Source: an optimization exercise on an open RTL-to-GDS flow (aim: small area, a short achievable clock period and few clock cycles per item). Production flows keep margins and buffers that such runs may drop. At most, simulation tests tie the RTL to the original design; equivalence was not proved. Power figures rest on the tool's default switching activity, not on a simulated workload.

Setup of build 92:
Design axi_slave_mem, start of the top module:
module axi_slave_mem #(
    parameter int ADDR_WIDTH = 32,
    parameter int DATA_WIDTH = 32,
    parameter int MEM_DEPTH  = 64
) (
    input  logic                    aclk,
    input  logic                    arst,
    input  logic [3:0]              awid,
    input  logic [ADDR_WIDTH-1:0]   awaddr,
    input  logic [3:0]              awlen,
    input  logic [2:0]              awsize,
    input  logic [1:0]              awburst,
    input  logic [1:0]              awlock,
    input  logic [1:0]              awcache,
    input  logic [1:0]              awprot,
    input  logic                    awvalid,
    output logic                    awready,
    input  logic [3:0]              wid,
    input  logic [DATA_WIDTH-1:0]   wdata,
    input  logic [DATA_WIDTH/8-1:0] wstrb,
    input  logic                    wlast,
    input  logic                    wvalid,
    output logic                    wready,
    output logic [3:0]              bid,
    output logic [1:0]              bresp,
    output logic                    bvalid,
    input  logic                    bready,
    input  logic [3:0]              arid,
    input  logic [ADDR_WIDTH-1:0]   araddr,
    input  logic [3:0]              arlen,
    input  logic [2:0]              arsize,
    input  logic [1:0]              arburst,
    input  logic [1:0]              arlock,
    input  logic [1:0]              arcache,
    input  logic [1:0]              arprot,
    input  logic                    arvalid,
    output logic                    arready,
    output logic [3:0]              rid,
    output logic [DATA_WIDTH-1:0]   rdata,
    output logic [1:0]              rresp,
    output logic                    rlast,
    output logic                    rvalid,
    input  logic                    rready
);
Size in the first run: roughly 2300 flip-flops, about 200 I/O pins.
Settings: LEC_CHECK=0, CAP_MARGIN=20, CORE_MARGIN=2, CORE_UTILIZATION=60, CTS_CLUSTER_DIAMETER=50, CTS_CLUSTER_SIZE=20, PLACE_DENSITY=0.7, SETUP_SLACK_MARGIN=4, SLEW_MARGIN=20, SYNTH_MEMORY_MAX_BITS=16384; clock period 8.0 ns.
run.sh (not shown) runs the stock make flow with config.mk's settings and CLKGATE_MAP_FILE= SYNTH_SCRIPT=/design/flow/synth_recipe.tcl, a recipe that flattens the netlist after the stock synthesis.
Build 92 reached the end of the flow, and the finished layout is clean on the timing, design-rule and antenna checks.
Setup changes, build 92 to build 32
Settings: clearing CTS_CLUSTER_SIZE, which used to be 20; swapping 0.7 for 0.6 in PLACE_DENSITY; clearing CTS_CLUSTER_DIAMETER, which used to be 50; swapping 60 for 50 in CORE_UTILIZATION.
==> comparison <==
- Post-route clock period utilization (lower): build 32
- [build 32] die height rose about 9% relative to build 92
- Diff build 92 -> build 32: wire length of the first global-routing pass saw an increase, cell area now larger, total power draw grew by 4.5%, final cell count without fillers rose 561.
What build 64 does differently from build 32 at the input level:
Settings: PLACE_DENSITY now 0.35, was 0.6; CORE_UTILIZATION now 25, was 50.
Results
Looking at worst setup path category, the reg -> reg result is from build 64; the in -> reg one comes from build 32. Between build 32 and build 64, the sequential cell area share is higher for build 32. From build 32 to build 64 the numbers moved as follows: routing usage on met1 saw a decrease, worst setup slack now smaller, via count fell 1.6%, fraction of power consumed by combinational cells fell 0.6 points. Build 64 vs build 32: cell area reported after detailed placement up in build 64.
### build 64 -> build 42
Settings: putting CTS_CLUSTER_SIZE at 30 where nothing was set; putting CTS_CLUSTER_DIAMETER at 80 where nothing was set.
Findings:
- The first-pass GRT wire length of build 42 was superior to that of build 64.
- Of build 42 and build 64, it is build 42 that has the lower final setup slack of the worst path.
- Sort build 64 and build 42 by global-route usage asc -> top: build 42
- [build 42 vs build 64] sequential share of layout area: higher in build 42
- Fraction of met2 tracks used by global routing across build 64 and build 42: no real change.
- Build 42 vs build 64: fraction of area in multi-input gates up in build 42
- Build 42 -> build 64: sequential cell count delta 0, exact match
- Diff build 64 -> build 42: routed wire length went down about 0.6%; count of instances resized after the clock tree is built went up.
- Summary of build 42 over build 64: number of multi-input combinational cells in the layout flat; final standard cell area without fillers down 3000 um^2.
Function was not checked in any run of this note: the RTL went through the layout flow alone.

---

axi_slave_mem, a different RTL version from the one above (not shown whole).
Size in the first run: ~5,300 cells after synthesis, about 2,400 flip-flops, about 200 I/O pins, about 91,000 µm² of cells after synthesis.
Settings: LEC_CHECK=0, CAP_MARGIN=20, CORE_MARGIN=2, CORE_UTILIZATION=25, PLACE_DENSITY=0.35, SETUP_SLACK_MARGIN=5, SLEW_MARGIN=20, SYNTH_MEMORY_MAX_BITS=16384; clock period 8.0 ns.
The starting point completed with no timing, DRC or antenna violations.
Testbench counts at the start, summed over its fixed seeds: cycles 22,070, beats 28,664.
Then changed:
Settings changed: CORE_UTILIZATION 25 to 45, CTS_CLUSTER_DIAMETER set to 80, CTS_CLUSTER_SIZE set to 30, PLACE_DENSITY 0.35 to 0.55, SETUP_SLACK_MARGIN 5 to 4.
Hold slack gets better by 0.025 ns.
Non-clock buffer count fell by 287.
Routed wire length fell by 17%.

---

oak:
axi_slave_mem, a different RTL version from the one above (not shown whole).
Size: roughly 5200 cells after synthesis, about 2400 flip-flops.
Settings: LEC_CHECK=0, CAP_MARGIN=20, CORE_MARGIN=2, CORE_UTILIZATION=62, CTS_CLUSTER_DIAMETER=80, CTS_CLUSTER_SIZE=30, PLACE_DENSITY=0.72, SETUP_SLACK_MARGIN=5, SLEW_MARGIN=20, SYNTH_MEMORY_MAX_BITS=16384; clock period 8.0 ns.
Testbench counts of oak, summed over its fixed seeds: cycles 22,070, beats 28,664.
Inputs modified between oak and pine:
Settings: CORE_UTILIZATION now 45, was 62; PLACE_DENSITY now 0.55, was 0.72.
==> flow/flow/run.sh (new file) <==
#!/bin/bash
set -e
export CTS_ARGS="-sink_clustering_enable -repair_clock_nets -sink_clustering_size 30 -sink_clustering_max_diameter 80 -dont_use_dummy_load"
bash standard.sh > standard.log 2>&1
==> flow/standard.sh (new file) <==
#!/bin/bash
# synth_recipe.tcl (not shown) runs the flow's synth.tcl, then flattens the netlist and writes it again
# the make line also repeats each setting of config.mk as NAME=value (left out here)
make -C /OpenROAD-flow-scripts/flow DESIGN_CONFIG=/design/flow/config.mk WORK_HOME=/design/flow/orfs CLKGATE_MAP_FILE= SYNTH_SCRIPT=/design/flow/synth_recipe.tcl "${@:-finish}"
removed: flow/run.sh
- Going from oak to pine, the count of clock-buffer cells in the layout was found to have gone down by 13%.
- Clock share of power: lower on pine
- Logic gate share of total power (higher): pine
- Comparing post-route minimum period for oak and pine, the bigger number came from pine.
- Measured against each other, oak and pine differ in final-layout clock-cell area share, the higher figure coming from oak.
- Clock input transition at the sequential cells of the worst setup and hold paths: pine vs oak — no meaningful difference
Modified inputs, birch compared to pine
Settings: changing PLACE_DENSITY from 0.55 to 0.65; changing CORE_UTILIZATION from 45 to 55.
==> flow/run.sh (new file) <==
#!/bin/bash
# synth_recipe.tcl (not shown) runs the flow's synth.tcl, then flattens the netlist and writes it again
# the make line also repeats each setting of config.mk as NAME=value (left out here)
make -C /OpenROAD-flow-scripts/flow DESIGN_CONFIG=/design/flow/config.mk WORK_HOME=/design/flow/orfs CLKGATE_MAP_FILE= SYNTH_SCRIPT=/design/flow/synth_recipe.tcl finish
removed: flow/flow/run.sh
removed: flow/standard.sh
Findings:
Going from pine to birch, fraction of layout instances using a drive strength above 1 grows by 1.1 points. Cmp birch vs pine: count of inserted antenna diode cells higher in birch. birch ended with more met1 track demand over resource in global routing than pine. Higher combinational power goes to birch over pine. For the final worst setup slack, birch came in 80 ps higher than pine did. Number of antenna violations at the first check in global routing: birch and pine compared, higher one is birch. birch: die area 37000 sq um below pine. Status: cell area parity (pine, birch).
Changes in maple relative to birch:
Settings: CORE_UTILIZATION changed from 55 to 45; TNS_END_PERCENT newly set to 10; PLACE_DENSITY changed from 0.65 to 0.55.
Findings:
- The flow did not stop early for maple: all stages ran, and the layout cleared the timing, design-rule and antenna checks.
- The clock network area share in maple sits 0.49 points above the value recorded for birch.
- Run comparison: maple timing endpoint of the critical path mem[1665]$_DFFE_PP_; birch timing endpoint of the critical path rc[33]$_DFFE_PP_
- Register share of the cell area: higher on birch
- maple vs birch on die area: maple is the higher one.
- Diff birch -> maple | global-route usage | decrease of 5.2 points
- Reported for birch and maple, fraction of the yosys area taken by sequential cells turned out identical to the last digit.
- Going from birch to maple, number of cells on the critical path shrinks by 8.
- Going from birch to maple, tightest slew margin relative to the limit grows by 0.54 points.
- On maple: estimated wirelength of the detail-placed design is 20000 microns higher than what birch gave.

[static timing again, ports no longer ideal]
The flow's constraints put no driver on any port. The routed layouts listed below were extracted and timed again, unchanged, in two steps.
Step 1 assumes that a clkbuf_16 drives the clock port and a buf_2 every other input.
Step 2 moves the port delays by t, midway between the first and last clock arrival at a register: inputs arrive t later, outputs are due t later. That takes back most of the time a late clock gives input paths.
Slacks: ideal / step 1 / step 2; pairs: ideal / step 1.
run | shift t [ns] | slack for setup (ns) | worst hold slack (ns)
build 92 | 0.941 | 3.918 / 3.972 / 3.032 | 0.428 / 0.428 / 0.428
build 32 | 0.974 | 3.989 / 4.039 / 3.073 | 0.420 / 0.420 / 0.420
build 64 | 1.001 | 3.906 / 3.906 / 3.050 | 0.427 / 0.427 / 0.427
build 42 | 0.990 | 3.792 / 3.792 / 3.002 | 0.431 / 0.431 / 0.431
the first run of note 2 | 1.024 | 4.345 / 4.397 / 3.389 | 0.414 / 0.414 / 0.414
the second run of note 2 | 0.911 | 4.095 / 4.163 / 3.251 | 0.438 / 0.438 / 0.438
oak | 0.891 | 4.728 / 4.745 / 3.881 | 0.415 / 0.415 / 0.415
pine | 0.884 | 4.663 / 4.717 / 3.833 | 0.430 / 0.430 / 0.430
birch | 0.869 | 4.744 / 4.786 / 3.917 | 0.436 / 0.436 / 0.436
maple | 0.901 | 4.553 / 4.553 / 3.871 | 0.427 / 0.427 / 0.427
After both steps setup and hold are still met in every run listed. The setup slack of the first run of note 2, which loses most, moves by +0.052 ns with the drivers and by -0.956 ns with both steps.
